Background: an optimization exercise with open tools, aiming at small area, a short achievable clock period and few clock cycles per item. Do not read the settings as production practice.
The RTL was checked by simulation tests, not by an equivalence proof against the original design.

### run.sh
#!/bin/bash
# synth_recipe.tcl (not shown) runs the flow's synth.tcl, then flattens the netlist and writes it again
# the make line also repeats each setting of config.mk as NAME=value (left out here)
make -C /OpenROAD-flow-scripts/flow DESIGN_CONFIG=/design/flow/config.mk WORK_HOME=/design/flow/orfs CLKGATE_MAP_FILE= SYNTH_SCRIPT=/design/flow/synth_recipe.tcl finish
### constraint.sdc
create_clock -name core_clock -period 10.0 [get_ports {clk_i}]
set_input_delay 2.0000 -clock core_clock [delete_from_list [all_inputs] [get_ports {clk_i}]]
set_output_delay 2.0000 -clock core_clock [all_outputs]
set_load 0.01 [all_outputs]
### config.mk
export PLATFORM = sky130hd
export DESIGN_NAME = gravity_orientation_classifier_top
export DESIGN_NICKNAME = gravity_orientation_classifier_top
export VERILOG_FILES = /design/flow/design.v
export SDC_FILE = /design/flow/constraint.sdc
export NUM_CORES = 4
export LEC_CHECK = 0
export CAP_MARGIN = 20
export CORE_MARGIN = 2
export CORE_UTILIZATION = 60
export SETUP_SLACK_MARGIN = 5
export SLEW_MARGIN = 20
### design.v
package goc_pkg;
  localparam int unsigned AW = 31;   
  localparam int unsigned BW = 31;   
  localparam logic [15:0] MinIntervalReset = 16'd200;
  localparam logic [3:0] TiltRatioReset = 4'd3;
  localparam logic [17*8-1:0] BWidth = {
    8'd17, 8'd18, 8'd19, 8'd20, 8'd21, 8'd22, 8'd23, 8'd24,
    8'd25, 8'd26, 8'd27, 8'd28, 8'd28, 8'd29, 8'd30, 8'd31, 8'd31
  };
  typedef enum logic [2:0] {
    ORIENT_ROT0    = 3'd0,
    ORIENT_ROT90   = 3'd1,
    ORIENT_ROT180  = 3'd2,
    ORIENT_ROT270  = 3'd3,
    ORIENT_INVALID = 3'd4
  } orient_e;
endpackage
import goc_pkg::*;
module goc_cordic_cell
#(
  parameter int unsigned Step = 1,
  parameter int unsigned BWI = 31,
  parameter int unsigned BWO = 30
) (
  input  logic                  clk_i,
  input  logic [AW-1:0]         a_i,
  input  logic signed [BW-1:0]  b_i,
  input  logic [15:0]           sig_i,
  output logic [AW-1:0]         a_o,
  output logic signed [BW-1:0]  b_o,
  output logic [15:0]           sig_o
);
  logic signed [BWI-1:0] b;
  logic                  neg;
  logic [BWI-2:0]        bm;      
  logic [AW-1:0]         a_n;
  logic signed [BWI-1:0] db, b_n;
  logic                  pos;
  logic [AW-1:0]         a_q;
  logic signed [BWO-1:0] b_q;
  logic [Step:0]         sig_q;
  always_comb begin
    b   = b_i[BWI-1:0];
    neg = b[BWI-1];
    pos = !neg;
    bm  = b[BWI-2:0] ^ {(BWI-1){neg}};
    db  = BWI'(a_i >> Step);
    a_n = a_i + AW'(bm >> Step) + AW'(neg);
    b_n = b + (db ^ {BWI{pos}}) + BWI'(pos);
  end
  always_ff @(posedge clk_i) begin
    a_q   <= a_n[AW-1:0];
    b_q   <= b_n[BWO-1:0];
    sig_q <= {pos, sig_i[Step-1:0]};
  end
  assign a_o   = a_q;
  assign b_o   = BW'(b_q);
  assign sig_o = 16'(sig_q);
endmodule
import goc_pkg::*;
module goc_tilt
(
  input  logic               clk_i,
  input  logic signed [15:0] x_i,
  input  logic signed [15:0] y_i,
  input  logic signed [15:0] z_i,
  input  logic        [3:0]  ratio_i,
  output logic               flat_o
);
  function automatic logic [30:0] square(input logic signed [15:0] v);
    logic [14:0] m;
    logic [30:0] s;
    m = v[14:0] ^ {15{v[15]}};
    s = v[15] ? {15'b0, m, 1'b1} : 31'b0;
    for (int i = 0; i < 15; i++) begin
      s = s + (m[i] ? (((31'(m) >> (i + 1)) << (2 * i + 2)) | (31'd1 << (2 * i))) : 31'b0);
    end
    square = s;
  endfunction
  logic [30:0] xx_q, yy_q, zz_q;
  logic signed [36:0] diff;
  logic        flat_q;
  always_comb begin
    diff = $signed({6'b0, zz_q})
         - (ratio_i[0] ? $signed({6'b0, xx_q})       : 37'sd0)
         - (ratio_i[0] ? $signed({6'b0, yy_q})       : 37'sd0)
         - (ratio_i[1] ? $signed({5'b0, xx_q, 1'b0}) : 37'sd0)
         - (ratio_i[1] ? $signed({5'b0, yy_q, 1'b0}) : 37'sd0)
         - (ratio_i[2] ? $signed({4'b0, xx_q, 2'b0}) : 37'sd0)
         - (ratio_i[2] ? $signed({4'b0, yy_q, 2'b0}) : 37'sd0)
         - (ratio_i[3] ? $signed({3'b0, xx_q, 3'b0}) : 37'sd0)
         - (ratio_i[3] ? $signed({3'b0, yy_q, 3'b0}) : 37'sd0);
  end
  always_ff @(posedge clk_i) begin
    xx_q   <= square(x_i);
    yy_q   <= square(y_i);
    zz_q   <= square(z_i);
    flat_q <= (diff > 37'sd0);
  end
  assign flat_o = flat_q;
endmodule
import goc_pkg::*;
module gravity_orientation_classifier_top
#(
  parameter int unsigned FifoDepth = 16
) (
  input  logic               clk_i,
  input  logic               rst_ni,
  input  logic               psel,
  input  logic               penable,
  input  logic               pwrite,
  input  logic        [2:0]  paddr,
  input  logic        [31:0] pwdata,
  output logic        [31:0] prdata,
  output logic               pready,
  input  logic               in_valid_i,
  output logic               in_ready_o,
  input  logic signed [15:0] gravity_x_i,
  input  logic signed [15:0] gravity_y_i,
  input  logic signed [15:0] gravity_z_i,
  input  logic        [31:0] time_ms_i,
  input  logic               is_gravity_type_i,
  output logic               out_valid_o,
  input  logic               out_ready_i,
  output logic        [2:0]  orientation_o,
  output logic signed [9:0]  angle_deg_o,
  output logic               is_flat_o
);
  localparam int unsigned NCell = 14;         
  localparam int unsigned CW = 5;                
  function automatic logic signed [23:0] atan_sum0(input logic [3:0] s);
    atan_sum0 = (s[3] ? (s[2] ? (s[1] ? (s[0] ? 24'sd5640773 : -24'sd257467) : (s[0] ? 24'sd2158839 : -24'sd3739401)) : (s[1] ? (s[0] ? 24'sd3801015 : -24'sd2097225) : (s[0] ? 24'sd319081 : -24'sd5579159))) : (s[2] ? (s[1] ? (s[0] ? 24'sd4706883 : -24'sd1191357) : (s[0] ? 24'sd1224949 : -24'sd4673291)) : (s[1] ? (s[0] ? 24'sd2867125 : -24'sd3031115) : (s[0] ? -24'sd614809 : -24'sd6513049))));
  endfunction
  function automatic logic signed [23:0] atan_sum1(input logic [3:0] s);
    atan_sum1 = (s[3] ? (s[2] ? (s[1] ? (s[0] ? 24'sd879368 : 24'sd410610) : (s[0] ? 24'sd644760 : 24'sd176002)) : (s[1] ? (s[0] ? 24'sd762036 : 24'sd293278) : (s[0] ? 24'sd527428 : 24'sd58670))) : (s[2] ? (s[1] ? (s[0] ? 24'sd820698 : 24'sd351940) : (s[0] ? 24'sd586090 : 24'sd117332)) : (s[1] ? (s[0] ? 24'sd703366 : 24'sd234608) : (s[0] ? 24'sd468758 : 24'sd0))));
  endfunction
  function automatic logic signed [23:0] atan_sum2(input logic [3:0] s);
    atan_sum2 = (s[3] ? (s[2] ? (s[1] ? (s[0] ? 24'sd55004 : 24'sd25668) : (s[0] ? 24'sd40336 : 24'sd11000)) : (s[1] ? (s[0] ? 24'sd47670 : 24'sd18334) : (s[0] ? 24'sd33002 : 24'sd3666))) : (s[2] ? (s[1] ? (s[0] ? 24'sd51338 : 24'sd22002) : (s[0] ? 24'sd36670 : 24'sd7334)) : (s[1] ? (s[0] ? 24'sd44004 : 24'sd14668) : (s[0] ? 24'sd29336 : 24'sd0))));
  endfunction
  function automatic logic signed [23:0] atan_sum3(input logic [3:0] s);
    atan_sum3 = (s[3] ? (s[2] ? (s[1] ? (s[0] ? 24'sd3438 : 24'sd1604) : (s[0] ? 24'sd2522 : 24'sd688)) : (s[1] ? (s[0] ? 24'sd2980 : 24'sd1146) : (s[0] ? 24'sd2064 : 24'sd230))) : (s[2] ? (s[1] ? (s[0] ? 24'sd3208 : 24'sd1374) : (s[0] ? 24'sd2292 : 24'sd458)) : (s[1] ? (s[0] ? 24'sd2750 : 24'sd916) : (s[0] ? 24'sd1834 : 24'sd0))));
  endfunction
  logic [15:0] min_q;
  logic [3:0]  ratio_q;
  logic        cfg_wr;
  assign pready = 1'b1;
  assign cfg_wr = psel && penable && pwrite;
  assign prdata = paddr[2] ? {28'b0, ratio_q} : {16'b0, min_q};
  always_ff @(posedge clk_i or negedge rst_ni) begin
    if (!rst_ni) begin
      min_q   <= MinIntervalReset;
      ratio_q <= TiltRatioReset;
    end else if (cfg_wr) begin
      if (paddr[2]) ratio_q <= pwdata[3:0];
      else          min_q   <= pwdata[15:0];
    end
  end
  logic               in_rdy_q, v0_q;
  logic signed [15:0] x0_q, y0_q, z0_q;
  logic        [31:0] t0_q;
  logic               g0_q;
  logic               in_acc;
  assign in_ready_o = in_rdy_q;
  assign in_acc = in_valid_i && in_rdy_q;
  always_ff @(posedge clk_i) begin
    x0_q <= gravity_x_i;
    y0_q <= gravity_y_i;
    z0_q <= gravity_z_i;
    t0_q <= time_ms_i;
    g0_q <= is_gravity_type_i;
  end
  logic [31:0] last_q;
  logic        pass, take, drop;
  logic [16:0] ax, ay;
  logic        xpos, sig0;
  logic [1:0]  base_d;    
  logic        zero_d;
  logic [16:0] a1;
  logic signed [16:0] b1;
  logic               t_wrap;
  logic signed [33:0] t_rem;
  assign t_wrap = t0_q < last_q;
  assign t_rem  = $signed({2'b0, t0_q}) - $signed({2'b0, last_q}) - $signed({18'b0, min_q});
  assign pass   = t_wrap ? (t_rem >= -34'sd4294967296) : !t_rem[33];
  assign take = v0_q && pass && g0_q;
  assign drop = v0_q && !take;
  always_comb begin
    ax = x0_q[15] ? 17'(-{x0_q[15], x0_q}) : {1'b0, x0_q};
    ay = y0_q[15] ? 17'(-{y0_q[15], y0_q}) : {1'b0, y0_q};
    xpos = !x0_q[15] && (x0_q != 16'sd0);
    sig0 = xpos ? (y0_q[15] || (y0_q == 16'sd0)) : !y0_q[15];
    base_d = xpos ? (y0_q[15] ? 2'b10 : 2'b01) : 2'b00;
    zero_d = (x0_q == 16'sd0) && (y0_q == 16'sd0);
    a1 = ax + ay;
    b1 = sig0 ? $signed(ay - ax) : $signed(ax - ay);
  end
  logic [AW-1:0]        a_p [NCell+1];
  logic signed [BW-1:0] b_p [NCell+1];
  logic [15:0]          s_p [NCell+1];
  logic [1:0]           base_p [NCell+1];
  logic                 zero_p [NCell+1];
  logic                 flat_p [NCell+1];
  logic [NCell:0]       v_p;
  logic                 flat_t;
  always_ff @(posedge clk_i) begin
    a_p[0]    <= {a1, 14'b0};
    b_p[0]    <= BW'($signed({b1, 14'b0}));
    s_p[0]    <= {15'b0, sig0};
    base_p[0] <= base_d;
    zero_p[0] <= zero_d;
  end
  goc_tilt u_tilt (
    .clk_i   (clk_i),
    .x_i     (x0_q),
    .y_i     (y0_q),
    .z_i     (z0_q),
    .ratio_i (ratio_q),
    .flat_o  (flat_t)
  );
  for (genvar k = 1; k <= NCell; k++) begin : g_cell
    goc_cordic_cell #(
      .Step (k),
      .BWI  (BWidth[k*8 +: 8]),
      .BWO  (BWidth[(k+1)*8 +: 8])
    ) u_cell (
      .clk_i (clk_i),
      .a_i   (a_p[k-1]),
      .b_i   (b_p[k-1]),
      .sig_i (s_p[k-1]),
      .a_o   (a_p[k]),
      .b_o   (b_p[k]),
      .sig_o (s_p[k])
    );
  end
  always_ff @(posedge clk_i) begin
    for (int k = 1; k <= NCell; k++) begin
      base_p[k] <= base_p[k-1];
      zero_p[k] <= zero_p[k-1];
      flat_p[k] <= (k == 2) ? flat_t : flat_p[k-1];
    end
  end
  assign flat_p[0] = 1'b0;
  logic [15:0]        sig_all;
  logic signed [23:0] v_sum;
  logic signed [7:0]  w0_q;    
  logic               tie_q;   
  logic [1:0]         base_e;
  logic               zero_e, flat_e, v_e1;
  assign sig_all = {!b_p[NCell][BW-1], s_p[NCell][14:0]};
  assign v_sum = atan_sum0(sig_all[3:0]) + atan_sum1(sig_all[7:4])
               + atan_sum2(sig_all[11:8]) + atan_sum3(sig_all[15:12]);
  always_ff @(posedge clk_i) begin
    w0_q   <= v_sum[23:16];
    tie_q  <= &v_sum[15:0];
    base_e <= base_p[NCell];
    zero_e <= zero_p[NCell];
    flat_e <= flat_p[NCell];
  end
  logic               zq_pos;
  logic signed [7:0]  w;
  logic signed [10:0] d_raw, d;
  logic [2:0]         orient;
  logic [12:0]        word;    
  always_comb begin
    zq_pos = base_e[0] || (!base_e[1] && !w0_q[7]);
    w = w0_q + 8'(tie_q && zq_pos);
    d_raw = 11'sd90 - 11'(w) - (base_e[0] ? 11'sd180 : 11'sd0) + (base_e[1] ? 11'sd180 : 11'sd0);
    if (zero_e) d_raw = 11'sd270;
    d = d_raw;
    if (d_raw < 0) d = d_raw + 11'sd360;
    else if (d_raw >= 11'sd360) d = d_raw - 11'sd360;
    if (d <= 11'sd30 || d >= 11'sd330) orient = ORIENT_ROT0;
    else if (d >= 11'sd60 && d <= 11'sd120) orient = ORIENT_ROT90;
    else if (d >= 11'sd150 && d <= 11'sd210) orient = ORIENT_ROT180;
    else if (d >= 11'sd240 && d <= 11'sd300) orient = ORIENT_ROT270;
    else orient = ORIENT_INVALID;
    if (flat_e) word = {ORIENT_INVALID, 10'h3FF};
    else        word = {orient, d[9:0]};
  end
  logic [CW-1:0] cred_q, cred_d;
  logic          pop;
  always_comb begin
    cred_d = cred_q + CW'(in_acc) - CW'(drop) - CW'(pop);
  end
  always_ff @(posedge clk_i or negedge rst_ni) begin
    if (!rst_ni) begin
      v0_q     <= 1'b0;
      v_p      <= '0;
      v_e1     <= 1'b0;
      last_q   <= '0;
      cred_q   <= '0;
      in_rdy_q <= 1'b1;
    end else begin
      v0_q     <= in_acc;
      v_p      <= {v_p[NCell-1:0], take};
      v_e1     <= v_p[NCell];
      if (v0_q && pass) last_q <= t0_q;
      cred_q   <= cred_d;
      in_rdy_q <= cred_d < CW'(FifoDepth);
    end
  end
  logic [FifoDepth:0]    fv_q;
  logic [12:0]           fd_q [FifoDepth];
  logic                  push;
  assign push = v_e1;    
  assign pop = fv_q[0] && out_ready_i;
  always_ff @(posedge clk_i or negedge rst_ni) begin
    if (!rst_ni) begin
      fv_q <= '0;
    end else begin
      for (int j = 0; j < FifoDepth; j++) begin
        if (pop) fv_q[j] <= push ? fv_q[j] : fv_q[j+1];
        else     fv_q[j] <= fv_q[j] || (push && (j == 0 || fv_q[j-1]));
      end
      fv_q[FifoDepth] <= 1'b0;
    end
  end
  always_ff @(posedge clk_i) begin
    for (int j = 0; j < FifoDepth; j++) begin
      if (push && (pop ? (fv_q[j] && !fv_q[j+1])
                       : (!fv_q[j] && (j == 0 || fv_q[j-1])))) begin
        fd_q[j] <= word;
      end else if (pop && j + 1 < FifoDepth) begin
        fd_q[j] <= fd_q[j+1];
      end
    end
  end
  assign out_valid_o   = fv_q[0];
  assign orientation_o = fd_q[0][12:10];
  assign angle_deg_o   = fd_q[0][9:0];
  assign is_flat_o     = fd_q[0][9];
endmodule
==> results of run 1 <==
[worst reg2reg max path: cells and delay by family (launching register included)]
| kind | cells | cell delay (ns) |
|---|---|---|
| xor gates and xnor gates | 1 | 0.14 |
| AOI/OAI and AO/OA | 14 | 2.34 |
| buffers and inverters | 3 | 0.25 |
| and+or+nand+nor | 7 | 1.04 |
| DFF | 1 | 0.39 |
| adders and majority gates | 6 | 2.41 |
[synthesized netlist by cell type (all sizes together), types with 29 or more instances]
cell       n
mux2      80
ha       992
a21oi    485
a21o     166
nor2b    139
o21bai   125
dfrtp     85
a31oi     66
buf       54
fa       461
nand4     55
nand2    709
a211oi    54
o21a     104
and2     131
or3       31
and3      76
nor4      29
mux2i     38
inv      675
nor3     174
edfxtp   208
or2      159
nor2     650
xnor2    818
dfxtp   1036
clkbuf   214
nand3    171
o211ai    35
o21ai    527
xor2     389
nand2b   104
[what timing repair did]
item	4_1_cts	5_1_grt
pin swaps	209	204
setup endpoints to repair	227	259
gates resized for setup	315	432
cloned	8	11
setup buffers	196	76
[registers in the layout (all words and copies together) (netlist names), 17 cells and up]
| register | flops |
|---|---|
| g_cell.u_cell.a_q | 353 |
| t0_q | 32 |
| base_p | 30 |
| u_tilt.yy_q | 30 |
| fd_q | 208 |
| g_cell.u_cell.b_q | 287 |
| a_p | 17 |
| g_cell.u_cell.sig_q | 119 |
| u_tilt.xx_q | 30 |
| last_q | 32 |
| u_tilt.zz_q | 30 |
[cell type report]
type,instances,share of cell area
well taps,2016,0.0241
diodes,5,0.000119
repair buffers,456,0.0431
multi-input cells,7167,0.580
flip-flops and latches,1335,0.280
clock inverters,77,0.0104
repair inverters,1,0.0000477
inverters,675,0.0245
clock buffers,187,0.0380
[per-layer routing]
metal,wire (um),share of wire,vias to the layer above
met1,96500,0.44,32400
met5,11,0.000051,-
li1,-,-,32900
met2,106000,0.49,1330
met3,7760,0.036,372
met4,6480,0.030,2
[final timing paths]
kind | start | end | slack (ns) | depth (start not counted)
max | z0_q[15]$_DFF_P_ | u_tilt.zz_q[30]$_DFF_P_ | 3.36 | 31
min | base_p[0][1]$_SDFF_PN0_ | base_p[1][1]$_DFF_P_ | 0.31 | 0
max reg2reg | z0_q[15]$_DFF_P_ | u_tilt.zz_q[30]$_DFF_P_ | 3.36 | 31
min reg2reg | base_p[0][1]$_SDFF_PN0_ | base_p[1][1]$_DFF_P_ | 0.31 | 0
max in group asynchronous | rst_ni | ratio_q[3]$_DFFE_PN0P_ | 7.54 | 2
min in group asynchronous | rst_ni | v_p[14]$_DFF_PN0_ | 1.08 | 1
[kinds of logic (layout without fill, tap and decap cells)]
group	count (synthesis)	count (layout)
other cells	2	24
buf+inv	943	1396
flops	1335	1335
xor+xnor	1207	1207
fa+ha+maj	1453	1453
compound gates	1861	1862
mux	119	119
simple gates	2503	2507
==> flow_summary.ini, run 1 <==
[setup_path]
worstPathRequired_ns = 10.70
critPathLaunchType = register
crit_fanout = 6
critPathArrivalTime_ns = 7.34
cpPeakStageDelay_ns = 0.49
crit_buf_inv = 3
slowest_stage = fa_1
cp-end-kind = register
crit_path_frequent_cell = a21oi_2
path_class = reg -> reg
cp_top_family = adder cells

[placement]
hpwlAfterDp_um = 159000
pre_cts_ws_ns = 2.64
io_buffers = 136
placed_cells = 11400
gp_congestion = 0.909
place_area_sq_um = 94400

[sta]
period_minus_slack_ns = 6.64
worst_slew_pin_slew_ns = 1.34
fin_skew_ns = 0.0372
finalMaxSlewViolations = 0
worst_slack_ns = 3.36
fmax_ghz = 0.151
setup_tns_ns = 0
fin_crit_sh = 0.664
hold_ws_ns = 0.311
rsz0062_at_grt = yes
finalSetupViolations = 0
final-hold-violation-count = 0
relSlewSlack = 0.102

[route]
vias = 67000
drt_iter0_markers = 3408
avgViaCountPerCell = 5.62
drc = 0
postRouteAntennaNets = 0
post_drt_wl_per_cell_um = 18.2
drt-total-wl_um = 217000
first_pass_iters = 5

[layout]
final_cells = 11900
fin_area_sq_um = 105000
fillers = 11500
finish.utilization = 0.701
regArea_sq_um = 29400
multi_input_area_sq_um = 60800
layout-drive-gt1-share = 0.139
final_common_cell = dfxtp_1
final_cell_mix = 992 x dfxtp_1, 878 x ha_1, 799 x xnor2_1
num-nets-final = 11400
syn2layout_area_growth_pct = 16.2

[synthesis]
synth_edf_count = 208
synth_top_family_by_area = adder cells
yosys.area_share.simple = 0.133
avgSynthCellArea_sq_um = 9.57
synth-async-reset-ratio = 0.0682
ys_types = 98
synth-adder-area-share = 0.240
synth-compound-area-share = 0.131
synth_seq_cells = 1335
ys.warnings.count = 78
synthTopCellsByArea = dfxtp_1 23%, ha_1 14%, fa_1 10%
yosysSeqAreaShare = 0.324
synth-xor-area-share = 0.117
netlist_area_sq_um = 90200
synth_top_area_share = 0.230
ys.flop_type = dfxtp_1
syn_inst = 9423
yosysTopAreaCell = dfxtp_1
synth_mux_area_frac = 0.0145

[clock_network]
clock_latency_ns = 0.81
clk_pin_slew_worst_paths_ns = 0.06
htree_levels = 4
ctsHoldBuffers = 0
cts.sink_count = 1335
cts_tree = done
cts_root_buf = clkbuf_16
numCtsBuffers = 144
cts_buffer_depth = 3

[global_route]
antenna_found_initial = 6
track_usage = 0.274
globalRouteMet1Util = 0.362
grt-ovfl-total = 0
use_met2 = 0.474
gr-usage-met3 = 0.0286
grt_pass1_wl_um = 341000
grt.busiest_layer = met2
grt_pass1_vias = 66000
grt_max_degree = 74

[floorplanning]
start_util = 0.603
num_rows = 142
die_y_um = 392
die_w_um = 392
die_area_sq_um = 153000
ioPinCount = 172
coreArea_sq_um = 150000

[run_status]
status = complete, no violations

[run]
cap_violations = 0

[worst_hold_path]
hp-class = reg -> reg
Testbench counts, summed over its fixed seeds: cycles 2,726, items 1,797.
==> run 2: changes to the inputs <==
--- a/config.mk
+++ b/config.mk
@@ -8,5 +8,5 @@
 export CAP_MARGIN = 20
 export CORE_MARGIN = 2
-export CORE_UTILIZATION = 60
+export CORE_UTILIZATION = 40
 export SETUP_SLACK_MARGIN = 5
 export SLEW_MARGIN = 20
==> flow_summary.ini, run 2 <==
[setup_path]
rr_worst_depth = 32
worstPathRequired_ns = 10.66
crit_fanout = 8
reg2reg_from = z0_q[15]$_DFF_P_
path_class = reg -> reg
cp-end-kind = register
crit_path_frequent_cell = a21oi_2
cpPeakStageDelay_ns = 0.54
cp_top_family = compound AO/OA/AOI/OAI gates
critPathArrivalTime_ns = 7.24
crit_buf_inv = 3
r2r-end = u_tilt.zz_q[27]$_DFF_P_
critPathLaunchType = register
r2r_slack_ns = 3.42
slowest_stage = fa_1

[layout]
syn2layout_area_growth_pct = 17.4
regMostFlops = g_cell.u_cell.a_q
layout-drive-gt1-share = 0.138
finish.utilization = 0.472
final_common_cell = dfxtp_1
largest_reg_flops = 353
num-nets-final = 11300
fillers = 20900
final_cell_mix = 993 x dfxtp_1, 876 x ha_1, 806 x xnor2_1
reg_top3 = g_cell.u_cell.a_q x353, g_cell.u_cell.b_q x287, fd_q x208

[clock_network]
ctsHoldBuffers = 0
cts_buffer_depth = 3
clk_pin_slew_worst_paths_ns = 0.06
numCtsBuffers = 149
cts_tree = done
htree_levels = 4
clock_latency_ns = 0.82
cts.sink_count = 1335
cts_root_buf = clkbuf_16

[synthesis]
avgSynthCellArea_sq_um = 9.57
post-synth-top-count-cell = dfxtp_1
ys_types = 98
synth_top_area_share = 0.230
yosysSeqAreaShare = 0.324
synth-async-reset-ratio = 0.0682
synthTopCellsByArea = dfxtp_1 23%, ha_1 14%, fa_1 10%
synthTopCellsByCount = 1036 x dfxtp_1, 992 x ha_1, 818 x xnor2_1
netlist_area_sq_um = 90200
synth_seq_cells = 1335
syn_inst = 9423
yosysTopAreaCell = dfxtp_1
synth_edf_count = 208
ys.flop_type = dfxtp_1
ys.warnings.count = 78

[floorplanning]
num_rows = 174
die_area_sq_um = 229000
ioPinCount = 172
coreArea_sq_um = 224000
die_w_um = 479
start_util = 0.402
die_y_um = 479

[sta]
finalSetupViolations = 0
fin_crit_sh = 0.658
worst_slew_pin_slew_ns = 1.09
fin_skew_ns = 0.0495
fmax_ghz = 0.152
finalMaxSlewViolations = 0
worst_slack_ns = 3.42
relSlewSlack = 0.267
rsz0062_at_grt = yes
period_minus_slack_ns = 6.58
setup_tns_ns = 0
final-hold-violation-count = 0

[route]
avgViaCountPerCell = 5.12
drt_iter0_markers = 2934
drt-total-wl_um = 209000
post_drt_wl_per_cell_um = 16.2
drc = 0
first_pass_iters = 6
postRouteAntennaNets = 0
vias = 66000

[worst_hold_path]
worstHoldStart = base_p[10][1]$_DFF_P_
min_to = base_p[11][1]$_DFF_P_
hold-path-cell-count = 0
hp-class = reg -> reg

[global_route]
grt_pass1_vias = 67400
antenna_found_initial = 6
grt_max_degree = 62
grt_pass1_wl_um = 339000
grt-ovfl-total = 0
track_usage = 0.178

[run_status]
status = complete, no violations

[placement]
hpwlAfterDp_um = 157000
pre_cts_ws_ns = 2.63
gp_congestion = 0.883
io_buffers = 136

[run]
cap_violations = 0
run 2: cell counts after synthesis:
Identical to the previous run, type by type.
run 2: area by class of cell:
| type | instances | area, sq um | area share |
|---|---|---|---|
| flip-flops and latches | 1335 | 29400 | 0.277 |
| inverters | 675 | 2550 | 0.0241 |
| clock buffers | 204 | 4200 | 0.0397 |
| multi-input cells | 7162 | 60500 | 0.571 |
| repair inverters | 1 | 5.00 | 0.0000473 |
| clock inverters | 71 | 990 | 0.00935 |
| diodes | 2 | 5.00 | 0.0000473 |
| well taps | 2992 | 3740 | 0.0354 |
| repair buffers | 449 | 4520 | 0.0427 |
run 2: repair_timing:
| action | in CTS | in global routing |
|---|---|---|
| cloned | 5 | 9 |
| gates resized for setup | 296 | 377 |
| setup endpoints to repair | 252 | 239 |
| pin swaps | 172 | 231 |
| buffers inserted | 179 | 92 |
run 2: worst max-delay path by stage:
stage	from	slack, ns	to	depth (start not counted)
after floorplan	z0_q[15]$_DFF_P_	3.30	u_tilt.zz_q[27]$_DFF_P_	31
after detailed placement	z0_q[15]$_DFF_P_	2.63	u_tilt.zz_q[27]$_DFF_P_	31
after global routing	z0_q[15]$_DFF_P_	3.01	u_tilt.zz_q[30]$_DFF_P_	32
final	z0_q[15]$_DFF_P_	3.42	u_tilt.zz_q[27]$_DFF_P_	32
after CTS	z0_q[15]$_DFF_P_	3.44	u_tilt.zz_q[30]$_DFF_P_	30
after global placement	z0_q[15]$_DFF_P_	2.66	u_tilt.zz_q[30]$_DFF_P_	32
run 2: metal layers:
layer	vias up	routed length, um	GRT usage
met4	2	7330	0.0650
met2	1093	103000	0.318
met3	393	7460	0.0237
met5	-	11	0
met1	31700	90700	0.218
li1	32900	-	-
run 2: per-stage QoR:
step,hold WS (ns),instances,instance area (sq um)
2_1_floorplan,0.309,9440,91700
3_3_place_gp,0.311,12300,95600
3_5_place_dp,0.312,12300,95600
4_1_cts,0.318,12800,104000
5_1_grt,0.325,12900,106000
6_report,0.321,12900,106000
run 2: kinds of logic after synthesis:
| logic type | after synthesis | share of synthesized area |
|---|---|---|
| fa+ha+maj | 1453 | 0.240 |
| mux | 119 | 0.0145 |
| compound gates | 1861 | 0.131 |
| other cells | 2 | 0.0000833 |
| simple gates | 2503 | 0.133 |
| flops | 1335 | 0.324 |
| buf+inv | 943 | 0.0404 |
| xor+xnor | 1207 | 0.117 |

[separate check: timing with driven ports]
Ports are ideal in the flow. The routed layouts listed here were re-timed in OpenROAD.
Step 1 assumes that a clkbuf_16 drives the clock port and a buf_2 every other input.
Step 2 times the ports against the registers' clock, not the clock port: input delays grow and output delays shrink by t, the midpoint of the rising clock arrivals with the driver on.
Slacks: no drivers / after step 1 / after step 2; pairs: no drivers / after step 1.
run	t, ns	setup slack, ns	hold WS [ns]	worst setup path after step 2	worst register clock-pin slew, ns
run 1	0.871	3.362 / 3.362 / 3.362	0.311 / 0.311 / 0.311	register to register	0.07 / 0.07
run 2	0.885	3.421 / 3.421 / 3.421	0.321 / 0.321 / 0.321	register to register	0.08 / 0.08
After both steps every run listed still meets setup and hold.
